Context: an optimization exercise on an open-source flow, tuned for small area and a short achievable clock period. The choices shown serve that exercise and are no tape-out recipe.
The RTL was checked by simulation tests, not by an equivalence proof against the original design.
Power and IR drop assume default switching activity.

### flow/design.v
package stream_fifo_pkg;
  localparam int PHASE_BITS = 3;
endpackage
module stream_fifo #(
  parameter int WIDTH = 16,
  parameter int DEPTH = 256
) (
  input  logic                       clock,
  input  logic                       reset,
  input  logic [WIDTH-1:0]           in_data,
  input  logic                       in_valid,
  output logic                       in_ready,
  output logic [WIDTH-1:0]           out_data,
  output logic                       out_valid,
  input  logic                       out_ready,
  output logic [$clog2(DEPTH):0]     count,
  output logic                       full,
  output logic                       empty
);
  localparam int AW    = $clog2(DEPTH);
  localparam int CW    = AW + 1;
  localparam int PW    = stream_fifo_pkg::PHASE_BITS;
  localparam int NPH   = 1 << PW;
  localparam int LW    = AW - PW;
  localparam int NLOOP = 1 << LW;
  logic [PW-1:0]        ph_b;       
  logic [NPH-1:0]       ph_oh;
  logic                 v1;         
  logic [WIDTH-1:0]     p1d;
  logic [AW-1:0]        tw_b;       
  logic [NPH-1:0]       tw_oh;
  logic [AW-1:0]        rh_b;       
  logic [NPH-1:0]       rh_oh;
  logic [CW-1:0]        nst;        
  logic [NPH*WIDTH-1:0] wd;         
  logic [NPH-1:0]       wv;
  logic [NPH*WIDTH-1:0] rd;         
  logic [NPH-1:0]       rv;         
  logic [NPH-1:0]       sv;         
  logic [WIDTH-1:0]     inj_q;      
  logic [NLOOP-1:0]     inj_sel;    
  logic [NLOOP-1:0]     cap_sel;    
  logic                 fwd_q;      
  logic [WIDTH-1:0]     hq;
  logic                 hv;
  logic                 full_q, empty_q, rdy_q;
  logic [CW-1:0]        cnt_q;
  logic [NLOOP*WIDTH-1:0] tap1;
  genvar gb;
  generate
    for (gb = 0; gb < NLOOP; gb++) begin : g_loop
      logic [NPH*WIDTH-1:0] sh;
      always_ff @(posedge clock) begin
        if (inj_sel[gb])
          sh <= {inj_q, sh[NPH*WIDTH-1:WIDTH]};
        else
          sh <= {sh[WIDTH-1:0], sh[NPH*WIDTH-1:WIDTH]};
      end
      assign tap1[gb*WIDTH +: WIDTH] = sh[2*WIDTH-1:WIDTH];
    end
  endgenerate
  function automatic logic [NPH-1:0] rotl(input logic [NPH-1:0] x, input int k);
    logic [2*NPH-1:0] y;
    y = {x, x} << k;
    rotl = y[2*NPH-1:NPH];
  endfunction
  function automatic logic [WIDTH-1:0] pick_w(input logic [NPH*WIDTH-1:0] v,
                                              input logic [NPH-1:0] oh);
    logic [WIDTH-1:0] acc;
    acc = '0;
    for (int i = 0; i < NPH; i++)
      acc = acc | (v[i*WIDTH +: WIDTH] & {WIDTH{oh[i]}});
    pick_w = acc;
  endfunction
  function automatic logic [NLOOP-1:0] dec_loop(input logic [LW-1:0] l);
    dec_loop = NLOOP'(1) << l;
  endfunction
  function automatic logic [LW-1:0] pend_loop(input logic [PW-1:0] j,
                                              input logic [AW-1:0] t);
    pend_loop = (j >= t[PW-1:0]) ? t[AW-1:PW] - LW'(1) : t[AW-1:PW];
  endfunction
  logic             accept, pop, avail, mv, byp, spec, cap_we;
  logic             lt_n, eq_n, gt_n;
  logic [NPH-1:0]   c_oh;                
  logic [WIDTH-1:0] mv_data, cap_data, tap_data, stg_data;
  assign accept = in_valid && rdy_q;
  assign pop    = hv && out_ready;
  assign lt_n = nst < CW'(NPH);
  assign eq_n = nst == CW'(NPH);
  assign gt_n = nst > CW'(NPH);
  assign avail   = |(rh_oh & rv);
  assign mv      = avail && (!hv || out_ready);
  assign mv_data = pick_w(rd, rh_oh);
  assign byp     = v1 && (lt_n || (eq_n && mv));
  assign c_oh = rotl(ph_oh, 1);
  always_comb begin
    tap_data = '0;
    for (int b = 0; b < NLOOP; b++)
      tap_data = tap_data | (tap1[b*WIDTH +: WIDTH] & {WIDTH{cap_sel[b]}});
  end
  assign stg_data = pick_w(wd, c_oh);
  assign cap_data = fwd_q ? stg_data : tap_data;
  assign spec   = |(c_oh & rh_oh & rv);
  assign cap_we = spec ? (mv && gt_n) : |(c_oh & sv);
  logic [AW-1:0]    tw_n;
  logic [PW-1:0]    ph1, ph2;
  logic [NPH-1:0]   i_oh, k_oh;
  logic             i_pend;
  logic [WIDTH-1:0] i_data;
  logic [LW-1:0]    t_loop0, t_loop1;
  logic             fwd0, fwd1, k_pend;
  logic [LW-1:0]    k_pl;
  assign tw_n = tw_b + AW'(v1);
  assign ph1  = ph_b + PW'(1);
  assign ph2  = ph_b + PW'(2);
  assign i_oh = rotl(ph_oh, 1);
  assign k_oh = rotl(ph_oh, 2);
  assign i_pend = |(i_oh & (wv | (tw_oh & {NPH{v1}})));
  assign i_data = |(i_oh & tw_oh) && v1 ? p1d : pick_w(wd, i_oh);
  assign k_pend = |(k_oh & (wv | (tw_oh & {NPH{v1}})));
  assign k_pl   = pend_loop(ph2, tw_n);
  always_comb begin
    logic [AW-1:0] r0, r1, t0, t1;
    logic [PW-1:0] o0, o1;
    logic          h0, h1;
    r0 = rh_b;
    r1 = rh_b + AW'(1);
    h0 = |(k_oh & (rv | (tw_oh & {NPH{v1 && lt_n}})));
    h1 = |(k_oh & (rv | (tw_oh & {NPH{v1 && (lt_n || eq_n)}})));
    o0 = ph2 - r0[PW-1:0];
    o1 = ph2 - r1[PW-1:0];
    t0 = r0 + AW'(o0) + ((o0 == '0 && h0) ? AW'(NPH) : AW'(0));
    t1 = r1 + AW'(o1) + ((o1 == '0 && h1) ? AW'(NPH) : AW'(0));
    t_loop0 = t0[AW-1:PW];
    t_loop1 = t1[AW-1:PW];
  end
  assign fwd0 = k_pend && (k_pl == t_loop0);
  assign fwd1 = k_pend && (k_pl == t_loop1);
  always_ff @(posedge clock) begin
    p1d   <= in_data;
    inj_q <= i_data;
    if (mv)
      hq <= mv_data;
    for (int i = 0; i < NPH; i++) begin
      if (v1 && tw_oh[i])
        wd[i*WIDTH +: WIDTH] <= p1d;
      if (byp && tw_oh[i])
        rd[i*WIDTH +: WIDTH] <= p1d;
      else if (cap_we && c_oh[i])
        rd[i*WIDTH +: WIDTH] <= cap_data;
    end
  end
  always_ff @(posedge clock) begin
    if (reset) begin
      ph_b    <= '0;
      ph_oh   <= NPH'(1);
      v1      <= 1'b0;
      tw_b    <= '0;
      tw_oh   <= NPH'(1);
      rh_b    <= '0;
      rh_oh   <= NPH'(1);
      nst     <= '0;
      wv      <= '0;
      rv      <= '0;
      sv      <= '0;
      inj_sel <= '0;
      cap_sel <= '0;
      fwd_q   <= 1'b0;
      hv      <= 1'b0;
      cnt_q   <= '0;
      full_q  <= 1'b0;
      empty_q <= 1'b1;
      rdy_q   <= 1'b1;
    end else begin
      ph_b  <= ph1;
      ph_oh <= rotl(ph_oh, 1);
      v1    <= accept;
      if (v1) begin
        tw_b  <= tw_b + AW'(1);
        tw_oh <= rotl(tw_oh, 1);
      end
      if (mv) begin
        rh_b  <= rh_b + AW'(1);
        rh_oh <= rotl(rh_oh, 1);
      end
      nst <= nst + CW'(v1) - CW'(mv);
      for (int i = 0; i < NPH; i++) begin
        if (v1 && tw_oh[i])
          wv[i] <= 1'b1;
        else if (ph_oh[i])
          wv[i] <= 1'b0;
        if (byp && tw_oh[i]) begin
          rv[i] <= 1'b1;
          sv[i] <= 1'b1;
        end else if (cap_we && c_oh[i]) begin
          rv[i] <= 1'b1;
          sv[i] <= 1'b1;
        end else if (mv && rh_oh[i]) begin
          rv[i] <= 1'b0;
          sv[i] <= gt_n;
        end
      end
      inj_sel <= i_pend ? dec_loop(pend_loop(ph1, tw_n)) : '0;
      cap_sel <= mv ? dec_loop(t_loop1) : dec_loop(t_loop0);
      fwd_q   <= mv ? fwd1 : fwd0;
      hv      <= mv || (hv && !out_ready);
      cnt_q   <= cnt_q + CW'(accept) - CW'(pop);
      full_q  <= (cnt_q == CW'(DEPTH - 1) && accept && !pop) || (full_q && !pop);
      rdy_q   <= !((cnt_q == CW'(DEPTH - 1) && accept && !pop) || (full_q && !pop));
      empty_q <= (cnt_q == CW'(1) && pop && !accept) || (empty_q && !accept);
    end
  end
  assign in_ready  = rdy_q;
  assign full      = full_q;
  assign empty     = empty_q;
  assign count     = cnt_q;
  assign out_valid = hv;
  assign out_data  = hq;
endmodule
### flow/run.sh
#!/bin/bash
# synth_recipe.tcl (not shown) runs the flow's synth.tcl, then flattens the netlist and writes it again
# the make line also repeats each setting of config.mk as NAME=value (left out here)
make -C /OpenROAD-flow-scripts/flow DESIGN_CONFIG=/design/flow/config.mk WORK_HOME=/design/flow/orfs CLKGATE_MAP_FILE= SYNTH_SCRIPT=/design/flow/synth_recipe.tcl finish
### flow/config.mk
export PLATFORM = sky130hd
export DESIGN_NAME = stream_fifo
export DESIGN_NICKNAME = stream_fifo
export VERILOG_FILES = /design/flow/design.v
export SDC_FILE = /design/flow/constraint.sdc
export NUM_CORES = 4
export LEC_CHECK = 0
export ABC_CLOCK_PERIOD_IN_PS = 2000
export CAP_MARGIN = 20
export CORE_MARGIN = 2
export CORE_UTILIZATION = 40
export CTS_CLUSTER_SIZE = 30
export SETUP_SLACK_MARGIN = 2.5
export SLEW_MARGIN = 20
### flow/constraint.sdc
create_clock -name core_clock -period 5.0 [get_ports {clock}]
set_input_delay 1.0000 -clock core_clock [delete_from_list [all_inputs] [get_ports {clock}]]
set_output_delay 1.0000 -clock core_clock [all_outputs]
set_load 0.01 [all_outputs]
==> flow_summary.ini, run 1 <==
[outcome]
status = complete, no violations

[clock_tree]
cts_tree = done
clock-sinks = 4555
root_buffer = clkbuf_16
ctsHoldBuffers = 0
htree_levels = 5
clock_latency_ns = 0.99
cts_buffers = 417
cts.clk_slew.worst_paths_ns = 0.06
cts_max_path_buffers = 4

[yosys]
synthTopCellsByArea = dfxtp_1, edfxtp_1, mux2_2
ys_async_sr_fraction_pct = 0
synth_top_cell_area_share_pct = 78.00
synth_flop_cell = dfxtp_1
synth_area_um2 = 109900
synth_mux_area_share_pct = 5.410
avgSynthCellArea_um2 = 16.10
ys_seq_area_share_pct = 85.43
synth_most_common_cell = dfxtp_1
syn_nets = 6906
yosys.area_share.simple_pct = 2.403
synth_edf_count = 272
synth_top_family_by_area = multiplexers
syn_inst = 6830
yosys_warnings = 1
yosysUniqueCellTypes = 68
synth_commonest_cells = dfxtp_1, mux2_2, a22oi_1
yosys.area.top_type = dfxtp_1
synth-compound-area-share_pct = 4.471
synth_seq_cells = 4555
synth_xor_area_share_pct = 0.4530
synthAdderAreaFrac_pct = 0.6647

[grt]
grt-ovfl-total = 0
grt_pass1_wl_um = 358900
antenna_found_initial = 19
grt_pass1_vias = 51823
grtUsageTotal_pct = 17.57
grt_start_max_net_pins = 57

[sta]
grt_setup_unrepaired = true
setup_ws_ns = 1.169
max_freq_ghz = 0.2610
relSlewSlack_pct = 23.38
fin_crit_ns = 3.831
hold_viol = 0
fin_setup_tns_ns = 0
skew_ns = 0.1007
worstMarginPinSlew_ns = 1.149
finalCritPeriodShare_pct = 76.62
slew_violations = 0
setup_viol_count_final = 0

[layout]
fin_util_pct = 48.09
nFillCells = 22615
final_nets = 7327
drive_gt1_share_pct = 23.47
area_delta_synth_final_pct = 19.71
finalNonFillerCells = 11154

[placement]
place_ws_ns = 0.6947
gp_congestion = 0.8214
placed_cells = 10316
dp_hpwl_um = 145000
io_buffers = 48

[setup_path]
rr_worst_depth = 19
start_kind = flop
crit_type = flop to flop
crit_path_end_kind = flop
cp.arrival_ns = 4.61
cp.required_ns = 5.78
cp_max_fo = 8

[flow_run]
maxCapViolations = 0

[die]
std_cell_rows = 192
start_util_pct = 40.18
die_w_um = 528.2
ios = 49
design.core.area_um2 = 273600
die_height_um = 528.2
dieArea_um2 = 279000

[pwr]
power_density_nw_per_um2 = 541.0
fin_total_pwr_mw = 71.19
peakVddDrop_mv = 0.3719
cellLeakagePower_nw = 51.51

[min_path]
whs_path_depth = 0
hold_path_class = flop to flop

[drt]
routedWlPerCell_um = 22.29
ant_nets = 0
first_pass_iters = 6
avgViaCountPerCell = 4.626
vias = 51601
finalWirelength_um = 248600
drc = 0
drtIter0Drc = 3912
critical path, stage by stage (launching register included):
cell and delay, ns:
dfxtp_1 0.34, inv_2 0.07, ha_1 0.21, a21boi_4 0.22, buf_6 0.13, o21ai_4 0.07
buf_6 0.13, a21oi_4 0.15, o22ai_2 0.11, nor4_4 0.41, nor3_2 0.07, ha_1 0.37
a21oi_4 0.24, nor3b_2 0.09, buf_4 0.14, a211oi_2 0.22, buf_4 0.18, o32ai_4 0.09
mux2i_4 0.32, nor2_1 0.09
state kept, by name, indices dropped and copies added, names as in the netlist, 16 cells and up:
signal,flops
g_loop.sh,4096
rd,128
wd,128
cap_sel,32
inj_sel,32
hq,16
inj_q,16
p1d,16
power by group:
group | total, mW | switching (mW) | internal [mW]
logic | 2.38 | 1.31 | 1.07
clock network | 31.4 | 13.0 | 18.4
registers | 37.4 | 0.328 | 37.0
total | 71.2 | 14.6 | 56.6
metal layers:
| metal | part of all wire [%] | up-vias | GRT usage, % | routed length (µm) |
|---|---|---|---|---|
| met5 | 0 | - | 0 | 0 |
| met4 | 2.7 | 0 | 5.410 | 6822 |
| met3 | 5.0 | 447 | 2.917 | 12520 |
| met2 | 44 | 1420 | 26.96 | 110200 |
| met1 | 48 | 25891 | 25.35 | 119100 |
| li1 | - | 23843 | - | - |
per-stage QoR:
| step | cell area, µm² | hold WS [ns] |
|---|---|---|
| 3_5_place_dp | 115100 | 0.3121 |
| 5_1_grt | 131600 | 0.2549 |
| 4_1_cts | 130900 | 0.2428 |
| 6_report | 131600 | 0.2529 |
| 3_3_place_gp | 115100 | 0.3095 |
| 2_1_floorplan | 110200 | 0.3096 |
path summary, 6_finish.rpt:
| kind | startpoint | endpoint | slack [ns] |
|---|---|---|---|
| worst max-delay path | nst[6]$_SDFF_PP0_ | cap_sel[20]$_SDFF_PP0_ | 1.17 |
| worst min-delay path | g_loop[29].sh[89]$_DFF_P_ | g_loop[29].sh[73]$_DFF_P_ | 0.25 |
| worst max register to register | nst[6]$_SDFF_PP0_ | cap_sel[20]$_SDFF_PP0_ | 1.17 |
| worst min register to register | g_loop[29].sh[89]$_DFF_P_ | g_loop[29].sh[73]$_DFF_P_ | 0.25 |
cells in the final DEF, fill, tap and decap left out, types with 17 or more instances in the layout:
cell type	n
clkbuf_8	87
nand2_1	177
a21oi_2	19
a22o_1	21
dfxtp_4	20
buf_2	27
inv_1	43
mux2_2	521
a21oi_1	95
nor2_2	20
dfxtp_2	58
and4_1	17
a21oi_4	17
bufinv_16	31
ha_1	41
buf_4	169
edfxtp_1	272
clkinvlp_4	19
buf_6	34
clkinv_2	68
clkbuf_1	88
xor2_1	18
xnor2_1	23
nand4_1	57
nor2_1	121
nand3_1	39
dfxtp_1	4205
o21ai_0	141
a22oi_1	311
clkbuf_16	425
cell families after synthesis:
family | count (synthesis)
flops | 4555
buf+inv | 342
xor+xnor | 56
mux | 529
fa+ha+maj | 56
simple gates | 564
compound gates | 728
layout make-up:
type	count	area (µm²)	share of cell area [%]
diodes	6	15.01	0.01141
clock buffers	600	12160	9.243
clock inverters	127	1565	1.189
inverters	67	304.0	0.2310
multi-input cells	1934	16500	12.54
flip-flops and latches	4555	94060	71.47
well taps	3589	4491	3.412
repair buffers	275	2491	1.893
repair inverters	1	5.005	0.003803
what timing repair did:
item,in CTS,in global routing
cloned,5,1
setup endpoints to repair,376,345
pin swaps,105,59
resized for setup,428,120
setup buffers,77,22
==> run 2, diff against run 1 <==
--- a/flow/config.mk
+++ b/flow/config.mk
@@ -7,3 +7,2 @@
 export LEC_CHECK = 0
-export ABC_CLOCK_PERIOD_IN_PS = 2000
 export CAP_MARGIN = 20
@@ -11,4 +10,2 @@
 export CORE_UTILIZATION = 40
-export CTS_CLUSTER_SIZE = 30
-export SETUP_SLACK_MARGIN = 2.5
 export SLEW_MARGIN = 20
==> run 2 against run 1 <==
  * Flip-flop and latch count did not move
  * Sequential share of layout area rose by 1.5 points
  * Critical path depth fell by 3
  * Critical endpoint is now cap_sel[2]$_SDFF_PP0_
==> flow_summary.ini, run 2 <==
[sta]
max_freq_ghz = 0.2180
setup_ws_ns = 0.4132
relSlewSlack_pct = 21.03
fin_setup_tns_ns = 0
setup_viol_count_final = 0
hold_viol = 0
finalCritPeriodShare_pct = 91.74
skew_ns = 0.08608
fin_crit_ns = 4.587
worstMarginPinSlew_ns = 1.183
slew_violations = 0
grt_setup_unrepaired = false

[layout]
final_common_cell = dfxtp_1
area_delta_synth_final_pct = 17.19
layout_common_cells = dfxtp_1, mux2_2, clkbuf_16
final_nets = 7228
top_register = g_loop.sh
nFillCells = 22943
reg_top3 = g_loop.sh x4096, rd x128, wd x128
fin_area_um2 = 128800
largest_register_ff_count = 4096
drive_gt1_share_pct = 18.19
fin_util_pct = 47.08

[clock_tree]
ctsHoldBuffers = 0
postCtsSetupBuffers = 0
clock-sinks = 4555
clock_latency_ns = 0.98
cts-resized-gates = 0
cts_buffers = 413
htree_levels = 5
cts_max_path_buffers = 4
cts_tree = done
root_buffer = clkbuf_16
cts.clk_slew.worst_paths_ns = 0.07

[yosys]
syn_inst = 6830
ys_seq_area_share_pct = 85.43
avgSynthCellArea_um2 = 16.10
yosys_warnings = 1
yosys.area.top_type = dfxtp_1
yosysUniqueCellTypes = 68
syn_nets = 6906
synth_top_cell_area_share_pct = 78.00
ys_async_sr_fraction_pct = 0
synth_flop_cell = dfxtp_1
synthTopCellsByArea = dfxtp_1, edfxtp_1, mux2_2
synth_commonest_cells = dfxtp_1, mux2_2, a22oi_1
synth_area_um2 = 109900
synth_seq_cells = 4555
synth_most_common_cell = dfxtp_1
synth_edf_count = 272

[pwr]
power_density_nw_per_um2 = 547.5
peakVddDrop_mv = 0.3876
fin_total_pwr_mw = 70.53
cellLeakagePower_nw = 50.60

[die]
std_cell_rows = 192
design.core.area_um2 = 273600
ios = 49
dieArea_um2 = 279000
die_w_um = 528.2
start_util_pct = 40.18
die_height_um = 528.2

[setup_path]
cp.required_ns = 5.78
r2r_setup_slack_ns = 0.41
rr_worst_depth = 16
start_kind = flop
crit_path_end_kind = flop
r2r_start = nst[3]$_SDFF_PP0_
cp_slowest_cell = nor4_2
cp.arrival_ns = 5.36
cp_cell_sequence = inv_1 -> ha_1 -> nand2b_1 -> a21boi_0 -> o21ai_1 -> a21oi_1 -> o22ai_1 -> nor4_2 -> nor3_1 -> ha_1 -> a21oi_1 -> o21ai_0 -> a211o_1 -> a32o_1 -> mux2i_2 -> nor2_1
crit_type = flop to flop
crit_buf_inv = 1
max_stage_delay_ns = 0.43
cp_max_fo = 9
r2r_end = cap_sel[2]$_SDFF_PP0_
crit_family = compound AO/OA/AOI/OAI gates

[drt]
drc = 0
routedWlPerCell_um = 21.69
finalWirelength_um = 239800
top_layer_used = met4
drtIter0Drc = 4118
wl_met3_um = 11440
wl_met1_um = 117300
vias = 50568
dr_wl_met2_um = 105500
ant_nets = 0
avgViaCountPerCell = 4.573
first_pass_iters = 8

[grt]
grt_start_max_net_pins = 83
antenna_found_initial = 22
grt-ovfl-total = 0
grtUsageTotal_pct = 16.99
grt_pass1_wl_um = 348000
grt_pass1_vias = 50933

[min_path]
hold_path_class = flop to flop
whs_path_depth = 0
worstHoldEndpoint = g_loop[3].sh[21]$_DFF_P_
hp-start = g_loop[3].sh[37]$_DFF_P_

[placement]
dp_hpwl_um = 141000
place_ws_ns = 0.2420
post_dp_cell_area_um2 = 115000
gp_congestion = 0.8172
io_buffers = 48

[flow_run]
maxCapViolations = 0

[outcome]
status = complete, no violations
## run 2: routing by layer
metal,vias up,global-route usage [%]
met5,-,0
met4,0,4.822
met3,389,2.471
met2,1307,26.00
met1,25240,24.95
li1,23632,-
## run 2: cells by family after synthesis
kind of cell	count (synthesis)	synth area share, %
adder cells (fa/ha/maj)	56	0.6647
multiplexers	529	5.410
AND/OR/NAND/NOR	564	2.403
AO/OA/AOI/OAI	728	4.471
flip-flops	4555	85.43
XOR/XNOR	56	0.4530
buffers and inverters	342	1.173
## run 2: worst register-to-register path: stages (launching register included)
cell,delay (ns)
dfxtp_1,0.36
inv_1,0.08
ha_1,0.20
nand2b_1,0.13
a21boi_0,0.36
o21ai_1,0.35
a21oi_1,0.27
o22ai_1,0.12
nor4_2,0.43
nor3_1,0.12
ha_1,0.32
a21oi_1,0.33
o21ai_0,0.18
a211o_1,0.34
a32o_1,0.30
mux2i_2,0.43
nor2_1,0.13
## run 2: layout make-up
cell class / instances / area, µm² / share of cell area (%)
Antenna cell: 3 / 7.507 / 0.005827
Sequential cell: 4555 / 93960 / 72.94
Clock buffer: 601 / 12200 / 9.468
Multi-Input combinational cell: 1933 / 14770 / 11.47
Clock inverter: 128 / 1653 / 1.283
Inverter: 67 / 251.5 / 0.1952
Timing Repair Buffer: 182 / 1494 / 1.160
Tap cell: 3589 / 4491 / 3.486
## run 2: how the worst max path moves through the flow
| stage | start | to | cells past startpoint |
|---|---|---|---|
| finish | nst[3]$_SDFF_PP0_ | cap_sel[2]$_SDFF_PP0_ | 16 |
| global route | nst[3]$_SDFF_PP0_ | cap_sel[28]$_SDFF_PP0_ | 16 |
| CTS | nst[3]$_SDFF_PP0_ | cap_sel[2]$_SDFF_PP0_ | 16 |
| detailed placement | nst[3]$_SDFF_PP0_ | cap_sel[2]$_SDFF_PP0_ | 16 |
| global placement | nst[3]$_SDFF_PP0_ | cap_sel[0]$_SDFF_PP0_ | 16 |
| floorplan | out_ready | nst[8]$_SDFF_PP0_ | 17 |
## run 2: per-stage QoR
stage / cells / hold WS (ns)
2_1_floorplan: 6830 / 0.3096
3_3_place_gp: 10326 / 0.3095
3_5_place_dp: 10326 / 0.3121
4_1_cts: 11055 / 0.2717
5_1_grt: 11057 / 0.2719
6_report: 11058 / 0.2705
## run 2: report_power, final
part           total, mW  switching [mW]  internal (mW)
Clock               31.7            12.9           18.7
Combinational       1.52           0.940          0.577
Sequential          37.4           0.316           37.0
Total               70.5            14.2           56.3
==> run 3, diff against run 2 <==
--- a/flow/design.v
+++ b/flow/design.v
@@ -74,8 +74,9 @@
   endfunction
+  function automatic logic [NLOOP-1:0] rotl_l(input logic [NLOOP-1:0] x, input int k);
+    logic [2*NLOOP-1:0] y;
+    y = {x, x} << k;
+    rotl_l = y[2*NLOOP-1:NLOOP];
+  endfunction
   function automatic logic [NLOOP-1:0] dec_loop(input logic [LW-1:0] l);
     dec_loop = NLOOP'(1) << l;
-  endfunction
-  function automatic logic [LW-1:0] pend_loop(input logic [PW-1:0] j,
-                                              input logic [AW-1:0] t);
-    pend_loop = (j >= t[PW-1:0]) ? t[AW-1:PW] - LW'(1) : t[AW-1:PW];
   endfunction
@@ -104,36 +105,29 @@
   assign cap_we = spec ? (mv && gt_n) : |(c_oh & sv);
-  logic [AW-1:0]    tw_n;
-  logic [PW-1:0]    ph1, ph2;
+  logic [PW-1:0]    ph1, ph2, r1s, tws;
   logic [NPH-1:0]   i_oh, k_oh;
-  logic             i_pend;
+  logic             i_wr, i_pend;
   logic [WIDTH-1:0] i_data;
-  logic [LW-1:0]    t_loop0, t_loop1;
-  logic             fwd0, fwd1, k_pend;
-  logic [LW-1:0]    k_pl;
-  assign tw_n = tw_b + AW'(v1);
-  assign ph1  = ph_b + PW'(1);
-  assign ph2  = ph_b + PW'(2);
-  assign i_oh = rotl(ph_oh, 1);
-  assign k_oh = rotl(ph_oh, 2);
-  assign i_pend = |(i_oh & (wv | (tw_oh & {NPH{v1}})));
-  assign i_data = |(i_oh & tw_oh) && v1 ? p1d : pick_w(wd, i_oh);
-  assign k_pend = |(k_oh & (wv | (tw_oh & {NPH{v1}})));
-  assign k_pl   = pend_loop(ph2, tw_n);
-  always_comb begin
-    logic [AW-1:0] r0, r1, t0, t1;
-    logic [PW-1:0] o0, o1;
-    logic          h0, h1;
-    r0 = rh_b;
-    r1 = rh_b + AW'(1);
-    h0 = |(k_oh & (rv | (tw_oh & {NPH{v1 && lt_n}})));
-    h1 = |(k_oh & (rv | (tw_oh & {NPH{v1 && (lt_n || eq_n)}})));
-    o0 = ph2 - r0[PW-1:0];
-    o1 = ph2 - r1[PW-1:0];
-    t0 = r0 + AW'(o0) + ((o0 == '0 && h0) ? AW'(NPH) : AW'(0));
-    t1 = r1 + AW'(o1) + ((o1 == '0 && h1) ? AW'(NPH) : AW'(0));
-    t_loop0 = t0[AW-1:PW];
-    t_loop1 = t1[AW-1:PW];
-  end
-  assign fwd0 = k_pend && (k_pl == t_loop0);
-  assign fwd1 = k_pend && (k_pl == t_loop1);
+  logic [NLOOP-1:0] rhi_oh, twhi_oh, r1hi_oh, sel0, sel1, inj_nx, c_pl;
+  logic             h0, h1, c0, c1;
+  assign ph1     = ph_b + PW'(1);
+  assign ph2     = ph_b + PW'(2);
+  assign tws     = tw_b[PW-1:0];
+  assign i_oh    = rotl(ph_oh, 1);
+  assign k_oh    = rotl(ph_oh, 2);
+  assign rhi_oh  = dec_loop(rh_b[AW-1:PW]);
+  assign twhi_oh = dec_loop(tw_b[AW-1:PW]);
+  assign i_wr   = v1 && |(i_oh & tw_oh);
+  assign i_pend = i_wr || |(i_oh & wv);
+  assign i_data = i_wr ? p1d : pick_w(wd, i_oh);
+  assign inj_nx = (i_wr || ph1 < tws) ? twhi_oh : rotl_l(twhi_oh, NLOOP - 1);
+  assign h0      = |(k_oh & (rv | (tw_oh & {NPH{v1 && lt_n}})));
+  assign h1      = |(k_oh & (rv | (tw_oh & {NPH{v1 && (lt_n || eq_n)}})));
+  assign c0      = (ph2 < rh_b[PW-1:0]) || (ph2 == rh_b[PW-1:0] && h0);
+  assign sel0    = c0 ? rotl_l(rhi_oh, 1) : rhi_oh;
+  assign r1s     = rh_b[PW-1:0] + PW'(1);
+  assign r1hi_oh = (r1s == '0) ? rotl_l(rhi_oh, 1) : rhi_oh;
+  assign c1      = (ph2 < r1s) || (ph2 == r1s && h1);
+  assign sel1    = c1 ? rotl_l(r1hi_oh, 1) : r1hi_oh;
+  assign c_pl  = (ph1 >= tws) ? rotl_l(twhi_oh, NLOOP - 1) : twhi_oh;
+  assign fwd_q = |(c_oh & wv) && |(cap_sel & c_pl);
   always_ff @(posedge clock) begin
@@ -167,3 +161,2 @@
       cap_sel <= '0;
-      fwd_q   <= 1'b0;
       hv      <= 1'b0;
@@ -185,3 +178,3 @@
       end
-      nst <= nst + CW'(v1) - CW'(mv);
+      nst <= mv ? (v1 ? nst : nst - CW'(1)) : (v1 ? nst + CW'(1) : nst);
       for (int i = 0; i < NPH; i++) begin
@@ -202,7 +195,6 @@
       end
-      inj_sel <= i_pend ? dec_loop(pend_loop(ph1, tw_n)) : '0;
-      cap_sel <= mv ? dec_loop(t_loop1) : dec_loop(t_loop0);
-      fwd_q   <= mv ? fwd1 : fwd0;
+      inj_sel <= i_pend ? inj_nx : '0;
+      cap_sel <= mv ? sel1 : sel0;
       hv      <= mv || (hv && !out_ready);
-      cnt_q   <= cnt_q + CW'(accept) - CW'(pop);
+      cnt_q   <= pop ? (accept ? cnt_q : cnt_q - CW'(1)) : (accept ? cnt_q + CW'(1) : cnt_q);
       full_q  <= (cnt_q == CW'(DEPTH - 1) && accept && !pop) || (full_q && !pop);
--- a/flow/config.mk
+++ b/flow/config.mk
@@ -7,2 +7,3 @@
 export LEC_CHECK = 0
+export ABC_CLOCK_PERIOD_IN_PS = 2000
 export CAP_MARGIN = 20
@@ -10,2 +11,4 @@
 export CORE_UTILIZATION = 40
+export CTS_CLUSTER_SIZE = 30
+export SETUP_SLACK_MARGIN = 2.5
 export SLEW_MARGIN = 20
==> run 3 against run 2 <==
  * Wire length rose by 5.4%
  * Hold slack improved by 0.020 ns
  * Clock-buffer cell count fell by 34
  * Clock power fell by 1%
  * Design area rose by 2.2%
  * Sequential power fell by 1%
  * Register-to-register slack improved by 1.1 ns
  * Non-clock buffer count rose by 109
  * Flip-flop and latch count fell by 1
==> flow_summary.ini, run 3 <==
[outcome]
status = complete, no violations

[drt]
drtIter0Drc = 4483
ant_nets = 0
drc = 0
first_pass_iters = 6
routedWlPerCell_um = 22.75
avgViaCountPerCell = 4.620
finalWirelength_um = 252700
vias = 51323

[sta]
finalCritPeriodShare_pct = 70.40
worstMarginPinSlew_ns = 1.228
skew_ns = 0.04992
setup_viol_count_final = 0
hold_viol = 0
max_freq_ghz = 0.2841
relSlewSlack_pct = 17.99
fin_crit_ns = 3.520
slew_violations = 0
grt_setup_unrepaired = true
fin_setup_tns_ns = 0
timing.hold.ws_ns = 0.2902

[setup_path]
start_kind = flop
max_stage_delay_ns = 0.37
crit_type = flop to flop
cp_max_fo = 8
crit_top_cell = mux2_4
cp.required_ns = 5.62
crit_buf_inv = 3
cp_slowest_cell = o41ai_4
cp_cell_sequence = ha_4 -> xor2_4 -> ha_4 -> nand2_4 -> buf_6 -> o21a_4 -> mux2_4 -> nand3_4 -> a2111oi_4 -> o41ai_4 -> buf_6 -> buf_12 -> mux2_4 -> mux2_4
crit_family = multiplexers
crit_path_end_kind = flop
cp.arrival_ns = 4.14

[flow_run]
maxCapViolations = 0

[yosys]
syn_inst = 6676
synth_edf_count = 272
synth_most_common_cell = dfxtp_1
ys_seq_area_share_pct = 85.07
yosys.area.top_type = dfxtp_1
ys_async_sr_fraction_pct = 0
yosys_warnings = 1
avgSynthCellArea_um2 = 16.53
synth_area_um2 = 110400
synth_seq_cells = 4554
synth_commonest_cells = dfxtp_1, mux2_2, a22oi_1
yosysUniqueCellTypes = 75
syn_nets = 6721
synth_top_cell_area_share_pct = 77.67
synthTopCellsByArea = dfxtp_1, edfxtp_1, mux2_2
synth_flop_cell = dfxtp_1

[grt]
grt_pass1_wl_um = 357600
grt_pass1_vias = 50947
grt_start_max_net_pins = 55
grt-ovfl-total = 0
antenna_found_initial = 21
grtUsageTotal_pct = 17.55

[die]
ios = 49
design.core.area_um2 = 274100
std_cell_rows = 192
die_w_um = 529.3
start_util_pct = 40.26
dieArea_um2 = 280100
die_height_um = 529.3

[clock_tree]
htree_levels = 5
cts_tree = done
cts_buffers = 397
root_buffer = clkbuf_16
clock-sinks = 4554
cts.clk_slew.worst_paths_ns = 0.06
ctsHoldBuffers = 0
cts_max_path_buffers = 4
clock_latency_ns = 0.91

[pwr]
power_density_nw_per_um2 = 529.3
cellLeakagePower_nw = 51.80
peakVddDrop_mv = 0.3225

[layout]
largest_register_ff_count = 4096
drive_gt1_share_pct = 24.12
top_register = g_loop.sh
fin_area_um2 = 131600
area_delta_synth_final_pct = 19.25
final_common_cell = dfxtp_1
reg_top3 = g_loop.sh x4096, rd x128, wd x128
fin_util_pct = 48.01
nFillCells = 22745
final_nets = 7144
layout_common_cells = dfxtp_1, mux2_2, clkbuf_16
multi_input_area_um2 = 16220
seq_area_um2 = 94010

[placement]
io_buffers = 48
post_dp_cell_area_um2 = 115500
gp_congestion = 0.8388
dp_hpwl_um = 146800

[min_path]
hold_path_class = flop to flop
run 3: cell count changes in the layout (fill, tap and decap cells not counted), moves of 29 or more:
cell / previous run / this run
inv_1: 66 / 21
nor2_1: 157 / 110
a21oi_1: 131 / 55
clkdlybuf4s50_1: 47 / 18
mux2_2: 521 / 622
nand2_1: 198 / 86
o21ai_0: 148 / 10
ha_1: 52 / 17
mux2_4: 0 / 55
buf_4: 133 / 192
run 3: worst paths after layout:
path                                                start                         to  slack [ns]  depth (start not counted)
worst max-delay path                   ph_b[1]$_SDFF_PP0_           rd[61]$_DFFE_PP_        1.48                         14
worst min-delay path            g_loop[12].sh[43]$_DFF_P_  g_loop[12].sh[27]$_DFF_P_        0.29                          0
worst max register to register         ph_b[1]$_SDFF_PP0_           rd[61]$_DFFE_PP_        1.48                         14
worst min register to register  g_loop[12].sh[43]$_DFF_P_  g_loop[12].sh[27]$_DFF_P_        0.29                          0
run 3: metrics by stage:
| stage | setup WS, ns | std cells | power [mW] |
|---|---|---|---|
| floorplan | 1.574 | 6676 | 38.30 |
| global route | 1.411 | 11103 | 71.66 |
| CTS | 1.547 | 11056 | 69.94 |
| detailed placement | 0.7229 | 10261 | 38.78 |
| global placement | 0.7179 | 10261 | 38.76 |
| finish | 1.480 | 11108 | 69.66 |
run 3: routing by layer:
metal / vias up / share of wire, % / global-route usage (%)
met5: - / 0 / 0
met4: 0 / 2.7 / 5.037
met3: 481 / 6.3 / 3.204
met2: 1660 / 44 / 26.81
met1: 25616 / 47 / 25.34
li1: 23566 / - / -
run 3: repair_timing:
item | CTS | global route
gates resized for setup | 322 | 140
cloned | 11 | 6
setup buffers | 68 | 40
setup endpoints to repair | 422 | 296
pin swaps | 40 | 44
endpoints found under the hold margin | 0 | 0
run 3: cell families (layout without fill, tap and decap cells):
family / after synthesis / count (layout) / share of synthesized area (%)
xor+xnor: 29 / 29 / 0.2301
fa+ha+maj: 25 / 25 / 0.2902
other cells: 0 / 6 / 0
mux: 703 / 703 / 7.189
flops: 4554 / 4554 / 85.07
buf+inv: 312 / 1050 / 1.102
simple gates: 471 / 471 / 2.169
compound gates: 582 / 584 / 3.949
run 3: power by group:
group          internal, mW  switching (mW)
Clock                  18.3            13.1
Combinational         0.511           0.829
Sequential             36.8           0.154
run 3: cell type report:
class	instances	area share, %
inverter	41	0.1873
clock buffer	567	8.877
sequential	4554	71.43
antenna	6	0.01141
clock inverter	149	1.514
timing repair buffer	291	2.136
tap	3686	3.504
timing repair inverter	2	0.01141
multi-input combinational	1812	12.33
==> run 4, diff against run 3 <==
--- a/flow/design.v
+++ b/flow/design.v
@@ -33,3 +33,3 @@
   logic [NPH-1:0]       rh_oh;
-  logic [CW-1:0]        nst;        
+  logic                 n_lt, n_eq, n_gt;   
   logic [NPH*WIDTH-1:0] wd;         
@@ -74,2 +74,9 @@
   endfunction
+  function automatic logic [NPH-1:0] therm(input logic [NPH-1:0] oh);
+    logic [NPH-1:0] t;
+    t[0] = oh[0];
+    for (int i = 1; i < NPH; i++)
+      t[i] = t[i-1] | oh[i];
+    therm = t;
+  endfunction
   function automatic logic [NLOOP-1:0] rotl_l(input logic [NLOOP-1:0] x, input int k);
@@ -88,5 +95,7 @@
   assign pop    = hv && out_ready;
-  assign lt_n = nst < CW'(NPH);
-  assign eq_n = nst == CW'(NPH);
-  assign gt_n = nst > CW'(NPH);
+  logic [AW-1:0] nst;
+  assign nst  = tw_b - rh_b;
+  assign lt_n = n_lt;
+  assign eq_n = n_eq;
+  assign gt_n = n_gt;
   assign avail   = |(rh_oh & rv);
@@ -105,3 +114,3 @@
   assign cap_we = spec ? (mv && gt_n) : |(c_oh & sv);
-  logic [PW-1:0]    ph1, ph2, r1s, tws;
+  logic [PW-1:0]    ph1, ph2, tws;
   logic [NPH-1:0]   i_oh, k_oh;
@@ -110,3 +119,4 @@
   logic [NLOOP-1:0] rhi_oh, twhi_oh, r1hi_oh, sel0, sel1, inj_nx, c_pl;
-  logic             h0, h1, c0, c1;
+  logic             h0, h1, c0, c1, ge_c;
+  logic [NPH-1:0]   r1_oh;
   assign ph1     = ph_b + PW'(1);
@@ -121,12 +131,13 @@
   assign i_data = i_wr ? p1d : pick_w(wd, i_oh);
-  assign inj_nx = (i_wr || ph1 < tws) ? twhi_oh : rotl_l(twhi_oh, NLOOP - 1);
+  assign ge_c   = |(i_oh & therm(tw_oh));    
+  assign inj_nx = (i_wr || !ge_c) ? twhi_oh : rotl_l(twhi_oh, NLOOP - 1);
   assign h0      = |(k_oh & (rv | (tw_oh & {NPH{v1 && lt_n}})));
   assign h1      = |(k_oh & (rv | (tw_oh & {NPH{v1 && (lt_n || eq_n)}})));
-  assign c0      = (ph2 < rh_b[PW-1:0]) || (ph2 == rh_b[PW-1:0] && h0);
+  assign r1_oh   = rotl(rh_oh, 1);
+  assign c0      = !(|(k_oh & therm(rh_oh))) || (|(k_oh & rh_oh) && h0);
   assign sel0    = c0 ? rotl_l(rhi_oh, 1) : rhi_oh;
-  assign r1s     = rh_b[PW-1:0] + PW'(1);
-  assign r1hi_oh = (r1s == '0) ? rotl_l(rhi_oh, 1) : rhi_oh;
-  assign c1      = (ph2 < r1s) || (ph2 == r1s && h1);
+  assign r1hi_oh = r1_oh[0] ? rotl_l(rhi_oh, 1) : rhi_oh;
+  assign c1      = !(|(k_oh & therm(r1_oh))) || (|(k_oh & r1_oh) && h1);
   assign sel1    = c1 ? rotl_l(r1hi_oh, 1) : r1hi_oh;
-  assign c_pl  = (ph1 >= tws) ? rotl_l(twhi_oh, NLOOP - 1) : twhi_oh;
+  assign c_pl  = ge_c ? rotl_l(twhi_oh, NLOOP - 1) : twhi_oh;
   assign fwd_q = |(c_oh & wv) && |(cap_sel & c_pl);
@@ -155,3 +166,5 @@
       rh_oh   <= NPH'(1);
-      nst     <= '0;
+      n_lt    <= 1'b1;
+      n_eq    <= 1'b0;
+      n_gt    <= 1'b0;
       wv      <= '0;
@@ -178,3 +191,11 @@
       end
-      nst <= mv ? (v1 ? nst : nst - CW'(1)) : (v1 ? nst + CW'(1) : nst);
+      if (mv && !v1) begin
+        n_lt <= nst < AW'(NPH + 1);
+        n_eq <= nst == AW'(NPH + 1);
+        n_gt <= nst > AW'(NPH + 1);
+      end else if (v1 && !mv) begin
+        n_lt <= nst < AW'(NPH - 1);
+        n_eq <= nst == AW'(NPH - 1);
+        n_gt <= nst > AW'(NPH - 1);
+      end
       for (int i = 0; i < NPH; i++) begin
--- a/flow/config.mk
+++ b/flow/config.mk
@@ -11,3 +11,4 @@
 export CORE_UTILIZATION = 40
-export CTS_CLUSTER_SIZE = 30
+export CTS_CLUSTER_DIAMETER = 80
+export CTS_CLUSTER_SIZE = 28
 export SETUP_SLACK_MARGIN = 2.5
==> run 4 against run 3 <==
  * Design area is 1.2% higher
  * Critical path type unchanged
  * Via count rose by 13%
  * Register-to-register slack gained 0.57 ns
  * Global-route usage grew 1.8 points
  * Clock skew is 0.0032 ns higher
  * Synthesized area rose by 3.4%
  * Hold slack improved by 0.0092 ns
  * Wire length grew 15%
  * Largest power group unchanged
  * Sequential power about the same
  * Non-clock buffer count is 223 higher
  * Critical path depth fell by 3
==> flow_summary.ini, run 4 <==
[min_path]
worstHoldEndpoint = g_loop[1].sh[55]$_DFF_P_
whs_path_depth = 0
hold_path_class = flop to flop
hp-start = g_loop[1].sh[71]$_DFF_P_

[die]
die_height_um = 538.2
dieArea_um2 = 289700
die_w_um = 538.2
start_util_pct = 40.13
ios = 49
design.core.area_um2 = 284500
std_cell_rows = 196

[placement]
dp_hpwl_um = 153900
io_buffers = 48
gp_congestion = 0.8098

[pwr]
fin_total_pwr_mw = 57.40
power_density_nw_per_um2 = 431.2
cellLeakagePower_nw = 51.76
peakVddDrop_mv = 0.3897

[setup_path]
r2r_start = tw_oh[4]$_SDFFE_PP0P_
r2r_setup_slack_ns = 2.05
rr_worst_depth = 11
start_kind = flop
cp_max_fo = 6
cp.arrival_ns = 3.60
crit_path_end_kind = flop
cp.required_ns = 5.65
crit_type = flop to flop
r2r_end = rd[44]$_DFFE_PP_

[sta]
setup_viol_count_final = 0
fin_crit_ns = 2.950
grt_setup_unrepaired = true
relSlewSlack_pct = 23.42
skew_ns = 0.05313
slew_violations = 0
hold_viol = 0
max_freq_ghz = 0.3390
fin_setup_tns_ns = 0
finalCritPeriodShare_pct = 59.00
worstMarginPinSlew_ns = 1.147

[layout]
reg_top3 = g_loop.sh x4096, rd x128, wd x128
layout_common_cells = dfxtp_1, mux2_2, nand2_1
final_common_cell = dfxtp_1
largest_register_ff_count = 4096
top_register = g_loop.sh
final_nets = 7943
drive_gt1_share_pct = 24.05
area_delta_synth_final_pct = 16.61

[yosys]
synth_edf_count = 272
yosys.area.top_type = dfxtp_1
synth_flop_cell = dfxtp_1
synth_top_cell_area_share_pct = 74.93
synth_commonest_cells = dfxtp_1, mux2_2, nand2_1
synth_area_um2 = 114200
syn_nets = 7627
synth_seq_cells = 4545
synthTopCellsByArea = dfxtp_1, edfxtp_1, mux2_2
syn_inst = 7592
synth_most_common_cell = dfxtp_1
ys_seq_area_share_pct = 82.08
avgSynthCellArea_um2 = 15.04
yosysUniqueCellTypes = 83
yosys_warnings = 1
ys_async_sr_fraction_pct = 0

[clock_tree]
cts.clk_slew.worst_paths_ns = 0.11
cts_tree = done
clock_latency_ns = 0.91
htree_levels = 4
cts_buffers = 195
ctsHoldBuffers = 0
cts_max_path_buffers = 3
clock-sinks = 4545
root_buffer = clkbuf_16

[grt]
antenna_found_initial = 17
grtUsageTotal_pct = 19.35
grt_pass1_vias = 57297
grt_pass1_wl_um = 409900
grt_start_max_net_pins = 65
grt-ovfl-total = 0

[drt]
drtIter0Drc = 5535
vias = 58175
drc = 0
avgViaCountPerCell = 4.962
ant_nets = 0
first_pass_iters = 10
finalWirelength_um = 290600
routedWlPerCell_um = 24.78

[outcome]
status = complete, no violations

[flow_run]
maxCapViolations = 0
[run 4: cell count changes after synthesis, moves of 108 or more]
cell | previous run | this run
nand3_1 | 47 | 155
o21ai_0 | 19 | 161
mux2_2 | 667 | 530
nand2_1 | 97 | 358
a21oi_1 | 68 | 196
nor3_1 | 18 | 184
nor3_2 | 0 | 118
[run 4: how the worst max path moves through the flow]
stage                           startpoint                end  slack (ns)  cells past startpoint
detailed placement               out_ready  rd[125]$_DFFE_PP_        1.22                      7
floorplan                        out_ready  rd[100]$_DFFE_PP_        2.44                      6
finish               tw_oh[4]$_SDFFE_PP0P_   rd[44]$_DFFE_PP_        2.05                     11
global placement       ph_oh[5]$_SDFF_PP0_   rd[11]$_DFFE_PP_        1.18                      8
CTS                 cap_sel[27]$_SDFF_PP0_    rd[2]$_DFFE_PP_        2.11                     10
global route         tw_oh[4]$_SDFFE_PP0P_    rd[3]$_DFFE_PP_        1.96                     12
[run 4: layer usage]
| metal | GRT usage (%) | wire length [µm] | up-vias |
|---|---|---|---|
| met5 | 0 | 46 | - |
| met1 | 26.54 | 127900 | 28941 |
| li1 | - | - | 26347 |
| met3 | 3.726 | 21360 | 671 |
| met4 | 7.789 | 12510 | 6 |
| met2 | 30.06 | 128800 | 2210 |
[run 4: metrics by stage]
step | std cells | hold WS [ns] | util, % | worst slack [ns] | area, µm²
2_1_floorplan | 7592 | 0.3096 | - | 2.435 | 114200
6_report | 11725 | 0.2994 | 46.80 | 2.050 | 133100
4_1_cts | 11648 | 0.3036 | 46.14 | 2.113 | 131300
5_1_grt | 11722 | 0.3044 | 46.79 | 1.961 | 133100
3_5_place_dp | 11150 | 0.3121 | 41.88 | 1.215 | 119100
3_3_place_gp | 11150 | 0.3095 | 41.88 | 1.184 | 119100
[run 4: logic make-up after synthesis]
| family | share of synthesized area (%) |
|---|---|
| compound gates | 5.212 |
| xor+xnor | 0.2291 |
| fa+ha+maj | 0.1710 |
| buf+inv | 1.634 |
| flops | 82.08 |
| mux | 5.444 |
| simple gates | 5.227 |
[run 4: layout make-up]
type                    instances  area (µm²)
diodes                          5       12.51
clock buffers                 204        4956
clock inverters                43       709.4
fillers                     24183      151300
inverters                      39       227.7
multi-input cells            2609       21930
flip-flops and latches       4545       93910
well taps                    3762        4707
repair buffers                514        6650
repair inverters                4       30.03
[run 4: what timing repair did]
action,CTS,global route
gates cloned,66,19
buffers inserted,185,53
gates resized for setup,920,238
endpoints found under the setup margin,416,323
pin swaps,177,109
[run 4: worst max-delay path, stage by stage (launching register included)]
cell and delay (ns):
dfxtp_4 0.37, a222oi_1 0.40, buf_4 0.20, o21ai_4 0.07
buf_6 0.13, or4_4 0.45, buf_4 0.16, buf_12 0.14
o21a_4 0.28, buf_4 0.21, a21oi_1 0.22, nor3_2 0.09
[run 4: where the power goes]
group          internal [mW]  switching [mW]  leakage, nW
Sequential              36.7           0.135         36.9
Clock                   7.42            11.1         2.76
Combinational          0.854            1.27         12.1
Total                   44.9            12.5         51.8
==> run 5, diff against run 4 <==
--- a/flow/config.mk
+++ b/flow/config.mk
@@ -11,4 +11,3 @@
 export CORE_UTILIZATION = 40
-export CTS_CLUSTER_DIAMETER = 80
-export CTS_CLUSTER_SIZE = 28
+export CTS_CLUSTER_SIZE = 30
 export SETUP_SLACK_MARGIN = 2.5
==> run 5 against run 4 <==
  * Total power rose by 23%
  * Setup slack got worse by 0.035 ns
  * Hold slack worse by 0.025 ns
  * Maximum frequency shrank 1.2%
  * Highest routed layer unchanged
  * Non-clock buffer count down 17
  * Critical path depth is 2 higher
  * Utilization increased by 3.0 points
==> flow_summary.ini, run 5 <==
[outcome]
status = complete, no violations

[drt]
first_pass_iters = 9
avgViaCountPerCell = 4.925
ant_nets = 0
drc = 0
routedWlPerCell_um = 24.25
vias = 60164
drtIter0Drc = 5252
finalWirelength_um = 296300

[pwr]
peakVddDrop_mv = 0.4343
cellLeakagePower_nw = 55.78
power_density_nw_per_um2 = 498.6

[grt]
grt-ovfl-total = 0
grtUsageTotal_pct = 19.67
grt_pass1_vias = 60215
grt_pass1_wl_um = 419000
antenna_found_initial = 19
grt_start_max_net_pins = 65

[yosys]
avgSynthCellArea_um2 = 15.04
synth_seq_cells = 4545
ys_async_sr_fraction_pct = 0
synth_top_cell_area_share_pct = 74.93
synth_commonest_cells = dfxtp_1, mux2_2, nand2_1
synth_most_common_cell = dfxtp_1
yosysUniqueCellTypes = 83
synth_flop_cell = dfxtp_1
yosys_warnings = 1
ys_seq_area_share_pct = 82.08
syn_inst = 7592
synth_area_um2 = 114200
synth_edf_count = 272
yosys.area.top_type = dfxtp_1
syn_nets = 7627
synthTopCellsByArea = dfxtp_1, edfxtp_1, mux2_2

[min_path]
hold_path_class = flop to flop
hp-start = g_loop[0].sh[45]$_DFF_P_
whs_path_depth = 0
worstHoldEndpoint = g_loop[0].sh[29]$_DFF_P_

[sta]
grt_setup_unrepaired = true
skew_ns = 0.07568
fin_crit_ns = 2.985
worstMarginPinSlew_ns = 1.119
fin_setup_tns_ns = 0
slew_violations = 0
relSlewSlack_pct = 25.33
finalCritPeriodShare_pct = 59.70
hold_viol = 0
setup_viol_count_final = 0
setup_ws_ns = 2.015
max_freq_ghz = 0.3350

[layout]
drive_gt1_share_pct = 27.96
top_register = g_loop.sh
reg_top3 = g_loop.sh x4096, rd x128, wd x128
final_common_cell = dfxtp_1
area_delta_synth_final_pct = 24.10
nFillCells = 23393
largest_register_ff_count = 4096
final_nets = 8154
layout_common_cells = dfxtp_1, mux2_2, clkbuf_16

[setup_path]
crit_type = flop to flop
crit_top_cell = buf_12
cp_max_fo = 8
rr_worst_depth = 13
r2r_end = rd[10]$_DFFE_PP_
crit_path_end_kind = flop
r2r_start = cap_sel[19]$_SDFF_PP0_
max_stage_delay_ns = 0.53
cp_cell_sequence = buf_16 -> buf_12 -> buf_16 -> a22o_1 -> a221oi_2 -> nand4_1 -> nor3_4 -> buf_6 -> buf_12 -> buf_12 -> nand3_1 -> o21ai_1 -> nor3_1
cp.required_ns = 5.72
r2r_setup_slack_ns = 2.02
cp.arrival_ns = 3.71
cp_slowest_cell = nand4_1
start_kind = flop

[die]
die_w_um = 538.2
std_cell_rows = 196
die_height_um = 538.2
design.core.area_um2 = 284500
start_util_pct = 40.13
ios = 49
dieArea_um2 = 289700

[placement]
io_buffers = 48
dp_hpwl_um = 153900
place_ws_ns = 1.215
gp_congestion = 0.8098

[clock_tree]
ctsHoldBuffers = 0
clock_latency_ns = 1.00
cts_buffers = 422
cts_tree = done
root_buffer = clkbuf_16
clock-sinks = 4545
htree_levels = 5
cts_max_path_buffers = 4
cts.clk_slew.worst_paths_ns = 0.06

[flow_run]
maxCapViolations = 0
[run 5: cell counts after synthesis]
Identical to the previous run, type by type.
[run 5: cell families after synthesis]
group / after synthesis / share of synthesized area, %
AO/OA/AOI/OAI: 878 / 5.212
buffers and inverters: 450 / 1.634
XOR/XNOR: 29 / 0.2291
multiplexers: 553 / 5.444
AND/OR/NAND/NOR: 1122 / 5.227
adder cells (fa/ha/maj): 15 / 0.1710
flip-flops: 4545 / 82.08
[run 5: critical path: cells and delay by family (launching register included)]
family,cells,cell delay (ns)
AND/OR/NAND/NOR,4,1.02
buffers and inverters,6,0.85
AO/OA/AOI/OAI,3,0.48
flip-flops,1,0.36
[run 5: cell type report]
cell class	instances	area, µm²	share of cell area [%]
sequential	4545	93890	66.27
multi-input combinational	2610	22470	15.86
clock buffer	612	12300	8.681
timing repair buffer	497	6479	4.573
tap	3762	4707	3.322
clock inverter	140	1548	1.092
inverter	39	250.2	0.1766
timing repair inverter	4	25.02	0.01766
antenna	7	17.52	0.01236
[run 5: how the worst max path moves through the flow]
stage	start	to	depth (start not counted)
3_5_place_dp	out_ready	rd[125]$_DFFE_PP_	7
5_1_grt	cap_sel[27]$_SDFF_PP0_	rd[27]$_DFFE_PP_	12
2_1_floorplan	out_ready	rd[100]$_DFFE_PP_	6
6_report	cap_sel[19]$_SDFF_PP0_	rd[10]$_DFFE_PP_	13
3_3_place_gp	ph_oh[5]$_SDFF_PP0_	rd[11]$_DFFE_PP_	8
4_1_cts	cap_sel[27]$_SDFF_PP0_	rd[34]$_DFFE_PP_	10
[run 5: report_power, final]
group | internal [mW] | total [mW] | switching, mW
combinational | 0.890 | 2.21 | 1.32
clock | 18.5 | 31.6 | 13.1
sequential | 36.7 | 36.8 | 0.135
[run 5: metal layers]
layer / wire length (µm) / track usage (%) / vias to the layer above / share of wire (%)
met1: 129700 / 26.72 / 29927 / 44
li1: - / - / 27090 / -
met4: 10750 / 7.330 / 6 / 3.6
met2: 133200 / 30.80 / 2448 / 45
met3: 22510 / 4.226 / 693 / 7.6
met5: 46 / 0 / - / 0.016
[run 5: repair_timing]
item	4_1_cts	5_1_grt
cloned	62	22
pin swaps	215	166
gates resized for setup	857	395
endpoints found under the setup margin	416	336
setup buffers	162	61
[run 5: metrics by stage]
stage          std cells  cell area, µm²  power (mW)  hold WS (ns)  utilization (%)
5_1_grt            12212          141700       72.67        0.2774            49.80
4_1_cts            12126          138900       70.80        0.2762            48.83
3_5_place_dp       11150          119100       38.80        0.3121            41.88
2_1_floorplan       7592          114200       38.31        0.3096                -
3_3_place_gp       11150          119100       38.78        0.3095            41.88
6_report           12216          141700       70.64        0.2740            49.80
==> run 6, diff against run 5 <==
--- a/flow/design.v
+++ b/flow/design.v
@@ -1,3 +1,3 @@
 package stream_fifo_pkg;
-  localparam int PHASE_BITS = 3;
+  localparam int PHASE_BITS = 4;
 endpackage
@@ -24,3 +24,3 @@
   localparam int LW    = AW - PW;
-  localparam int NLOOP = 1 << LW;
+  localparam int NLOOP = (DEPTH >> PW) - 1;
   logic [PW-1:0]        ph_b;       
@@ -34,2 +34,4 @@
   logic                 n_lt, n_eq, n_gt;   
+  logic                 n_small;            
+  logic [LW-1:0]        tw_l, rh_l;         
   logic [NPH*WIDTH-1:0] wd;         
@@ -113,3 +115,3 @@
   assign spec   = |(c_oh & rh_oh & rv);
-  assign cap_we = spec ? (mv && gt_n) : |(c_oh & sv);
+  assign cap_we = spec ? (mv && gt_n) : |(c_oh & sv & ~rv);
   logic [PW-1:0]    ph1, ph2, tws;
@@ -126,4 +128,4 @@
   assign k_oh    = rotl(ph_oh, 2);
-  assign rhi_oh  = dec_loop(rh_b[AW-1:PW]);
-  assign twhi_oh = dec_loop(tw_b[AW-1:PW]);
+  assign rhi_oh  = dec_loop(rh_l);
+  assign twhi_oh = dec_loop(tw_l);
   assign i_wr   = v1 && |(i_oh & tw_oh);
@@ -142,3 +144,3 @@
   assign c_pl  = ge_c ? rotl_l(twhi_oh, NLOOP - 1) : twhi_oh;
-  assign fwd_q = |(c_oh & wv) && |(cap_sel & c_pl);
+  assign fwd_q = |(c_oh & wv) && |(cap_sel & c_pl) && n_small;
   always_ff @(posedge clock) begin
@@ -167,2 +169,5 @@
       n_lt    <= 1'b1;
+      n_small <= 1'b1;
+      tw_l    <= '0;
+      rh_l    <= '0;
       n_eq    <= 1'b0;
@@ -191,2 +196,10 @@
       end
+      if (v1 && tw_oh[NPH-1])
+        tw_l <= (tw_l == LW'(NLOOP - 1)) ? '0 : tw_l + LW'(1);
+      if (mv && rh_oh[NPH-1])
+        rh_l <= (rh_l == LW'(NLOOP - 1)) ? '0 : rh_l + LW'(1);
+      if (mv && !v1)
+        n_small <= nst < AW'(DEPTH / 2 + 1);
+      else if (v1 && !mv)
+        n_small <= nst < AW'(DEPTH / 2 - 1);
       if (mv && !v1) begin
--- a/flow/config.mk
+++ b/flow/config.mk
@@ -11,3 +11,4 @@
 export CORE_UTILIZATION = 40
-export CTS_CLUSTER_SIZE = 30
+export CTS_CLUSTER_DIAMETER = 80
+export CTS_CLUSTER_SIZE = 28
 export SETUP_SLACK_MARGIN = 2.5
==> run 6 against run 5 <==
  * Wire length shrank 17%
  * Synthesized cell count shrank 11%
  * Sequential power grew 2%
  * Critical endpoint is now rd[169]$_DFFE_PP_
  * Clock-buffer cell count shrank 393
  * Clock power shrank 41%
  * First-iteration DRC count shrank 12%
  * Highest routed layer unchanged
  * Die area shrank 1.2%
==> flow_summary.ini, run 6 <==
[yosys]
yosysUniqueCellTypes = 73
synth_seq_cells = 4568
synth_most_common_cell = dfxtp_1
yosys_warnings = 1
synth_edf_count = 528
syn_inst = 6781
synthTopCellsByArea = dfxtp_1, edfxtp_1, mux2_2
ys_async_sr_fraction_pct = 0
synth_top_cell_area_share_pct = 71.69
syn_nets = 6820
synth_commonest_cells = dfxtp_1, edfxtp_1, mux2_2
avgSynthCellArea_um2 = 16.64
ys_seq_area_share_pct = 85.74
yosys.area.top_type = dfxtp_1
synth_flop_cell = dfxtp_1
synth_area_um2 = 112800

[placement]
dp_hpwl_um = 143700
gp_congestion = 0.8986
io_buffers = 48

[pwr]
clock_power_share_pct = 32.7
fin_total_pwr_mw = 57.22
combinationalPowerShare_pct = 1.9
p_sw_mw = 11.78
switching_share_pct = 20.58
peakVddDrop_mv = 0.2796
cellLeakagePower_nw = 48.25
power_density_nw_per_um2 = 448.4
internal-power_mw = 45.45
pwr-share-seq_pct = 65.5

[grt]
grtUsageTotal_pct = 16.71
grt-ovfl-total = 0
grt_start_max_net_pins = 64
grt_pass1_vias = 49934
grt_pass1_wl_um = 351100
antenna_found_initial = 12

[layout]
final_common_cell = dfxtp_1
reg_top3 = g_loop.sh x3840, rd x256, wd x256
layout_common_cells = dfxtp_1, edfxtp_1, mux2_2
fin_util_pct = 45.60
top_register = g_loop.sh
largest_register_ff_count = 3840
area_delta_synth_final_pct = 13.11
drive_gt1_share_pct = 19.18
final_nets = 7118

[sta]
fin_setup_tns_ns = 0
setup_viol_count_final = 0
max_freq_ghz = 0.2780
worstMarginPinSlew_ns = 1.092
slew_violations = 0
relSlewSlack_pct = 27.17
grt_setup_unrepaired = true
skew_ns = 0.09850
fin_crit_ns = 3.597
finalCritPeriodShare_pct = 71.94
hold_viol = 0

[die]
dieArea_um2 = 286300
design.core.area_um2 = 279900
std_cell_rows = 194
die_height_um = 535.1
die_w_um = 535.1
start_util_pct = 40.31
ios = 49

[drt]
first_pass_iters = 6
avgViaCountPerCell = 4.747
ant_nets = 0
drc = 0
drtIter0Drc = 4616
vias = 51599
finalWirelength_um = 245700
routedWlPerCell_um = 22.61

[clock_tree]
root_buffer = clkbuf_16
ctsHoldBuffers = 0
clock_latency_ns = 0.91
cts_tree = done
cts_buffers = 206
htree_levels = 4
cts.clk_slew.worst_paths_ns = 0.10
clock-sinks = 4568
cts_max_path_buffers = 4

[min_path]
hp-start = g_loop[9].sh[236]$_DFF_P_
whs_path_depth = 0
worstHoldEndpoint = g_loop[9].sh[220]$_DFF_P_
hold_path_class = flop to flop

[setup_path]
r2r_start = tw_oh[3]$_SDFFE_PP0P_
crit_type = flop to flop
cp_cell_sequence = or4_4 -> a22oi_2 -> o2111ai_1 -> or4_4 -> a211o_1 -> a211o_4 -> buf_12 -> mux2i_4 -> buf_12 -> mux2_2
cp_max_fo = 16
r2r_setup_slack_ns = 1.40
cp.required_ns = 5.63
crit_path_end_kind = flop
start_kind = flop
cp_num_cells = 10
cp.arrival_ns = 4.23
max_stage_delay_ns = 0.57
cp_slowest_cell = or4_4
crit_buf_inv = 2
r2r_end = rd[169]$_DFFE_PP_
rr_worst_depth = 10
crit_family = simple AND/OR/NAND/NOR gates

[outcome]
status = complete, no violations

[flow_run]
maxCapViolations = 0
==> run 6: worst register-to-register path, cell delays in order, from the launching register on <==
cell and delay (ns):
dfxtp_4 0.36, or4_4 0.57, a22oi_2 0.18, o2111ai_1 0.12, or4_4 0.57, a211o_1 0.25
a211o_4 0.39, buf_12 0.19, mux2i_4 0.20, buf_12 0.22, mux2_2 0.30
==> run 6: layer usage <==
layer	global-route usage (%)	part of all wire (%)	vias to the layer above
li1	-	-	23706
met1	23.68	46	25782
met2	25.82	44	1667
met3	2.829	6.3	442
met4	5.934	3.6	2
met5	0	0.0053	-
==> run 6: kinds of logic after synthesis <==
logic type               after synthesis  synth area share [%]
buffers and inverters                332                 1.213
AO/OA/AOI/OAI                        726                 4.760
AND/OR/NAND/NOR                      563                 2.348
multiplexers                         547                 5.517
adder cells (fa/ha/maj)               19                0.2174
flip-flops                          4568                 85.74
XOR/XNOR                              26                0.2018
==> run 6: worst max path at each step <==
stage | from | to
after floorplan | tw_oh[3]$_SDFFE_PP0P_ | rd[149]$_DFFE_PP_
after global placement | rh_oh[3]$_SDFFE_PP0P_ | cap_sel[1]$_SDFF_PP0_
after detailed placement | rh_oh[3]$_SDFFE_PP0P_ | cap_sel[1]$_SDFF_PP0_
after CTS | tw_oh[3]$_SDFFE_PP0P_ | rd[149]$_DFFE_PP_
after global routing | tw_oh[3]$_SDFFE_PP0P_ | rd[149]$_DFFE_PP_
final | tw_oh[3]$_SDFFE_PP0P_ | rd[169]$_DFFE_PP_
==> run 6: final cells by class <==
cell class / instances / area, µm²
clock buffers: 219 / 5246
fillers: 23899 / 152300
diodes: 13 / 32.53
repair inverters: 12 / 105.1
repair buffers: 327 / 3711
multi-input cells: 1903 / 16000
inverters: 61 / 381.6
clock inverters: 43 / 611.8
flip-flops and latches: 4568 / 96860
well taps: 3724 / 4659
==> run 6: timing repair <==
action / 4_1_cts / 5_1_grt
cloned: 33 / 9
gates resized for setup: 395 / 137
setup buffers: 89 / 72
endpoints found under the setup margin: 805 / 724
pin swaps: 46 / 42
==> run 6: through the flow <==
step	instance area [µm²]	hold slack (ns)	std cells	worst slack, ns
final	127600	0.2767	10870	1.403
after global routing	127600	0.2812	10864	1.353
after CTS	126400	0.2687	10776	1.445
after detailed placement	118200	0.3121	10392	0.9301
after global placement	118100	0.3095	10392	0.8398
after floorplan	113500	0.3096	6781	1.669
==> run 6: power by group through the flow <==
stage	combinational [mW]	clock (mW)	sequential, mW
after CTS	0.953	19.2	37.5
after detailed placement	0.743	0	38.3
after floorplan	0.475	0	38.1
after global placement	0.741	0	38.3
final	1.07	18.7	37.5
after global routing	1.11	20.5	37.5

afterwards: timing with drivers on the ports:
Ports are ideal in the flow. The routed layouts listed here were re-timed in OpenROAD. Step 1, drivers: a clkbuf_16 drives clock and a buf_2 each remaining input, both assumed. Step 2 times the ports against the registers' clock, not the clock port: input delays grow and output delays shrink by t, the midpoint of the rising clock arrivals with the driver on. Slacks: ideal ports / drivers / drivers and shift; pairs: ideal ports / drivers.
run | shift t [ns] | setup slack, ns | worst setup path after step 2 | clock arrival spread, ns | worst slew at a driven data input, ns
run 1 | 1.033 | 1.169 / 1.169 / 1.169 | register to register | 0.102 / 0.102 | 0.04
run 2 | 1.026 | 0.413 / 0.413 / 0.413 | register to register | 0.106 / 0.107 | 0.04
run 3 | 0.964 | 1.480 / 1.480 / 1.445 | input to register | 0.064 / 0.065 | 0.03
run 4 | 0.970 | 2.050 / 2.050 / 1.406 | input to register | 0.059 / 0.059 | 0.05
run 5 | 1.054 | 2.015 / 2.015 / 1.299 | input to register | 0.076 / 0.076 | 0.05
run 6 | 0.959 | 1.403 / 1.403 / 1.312 | input to register | 0.102 / 0.102 | 0.04
After both steps setup and hold are still met in every run listed. The setup slack of run 5, which loses most, moves by 0.000 ns with the drivers and by -0.716 ns with both steps.
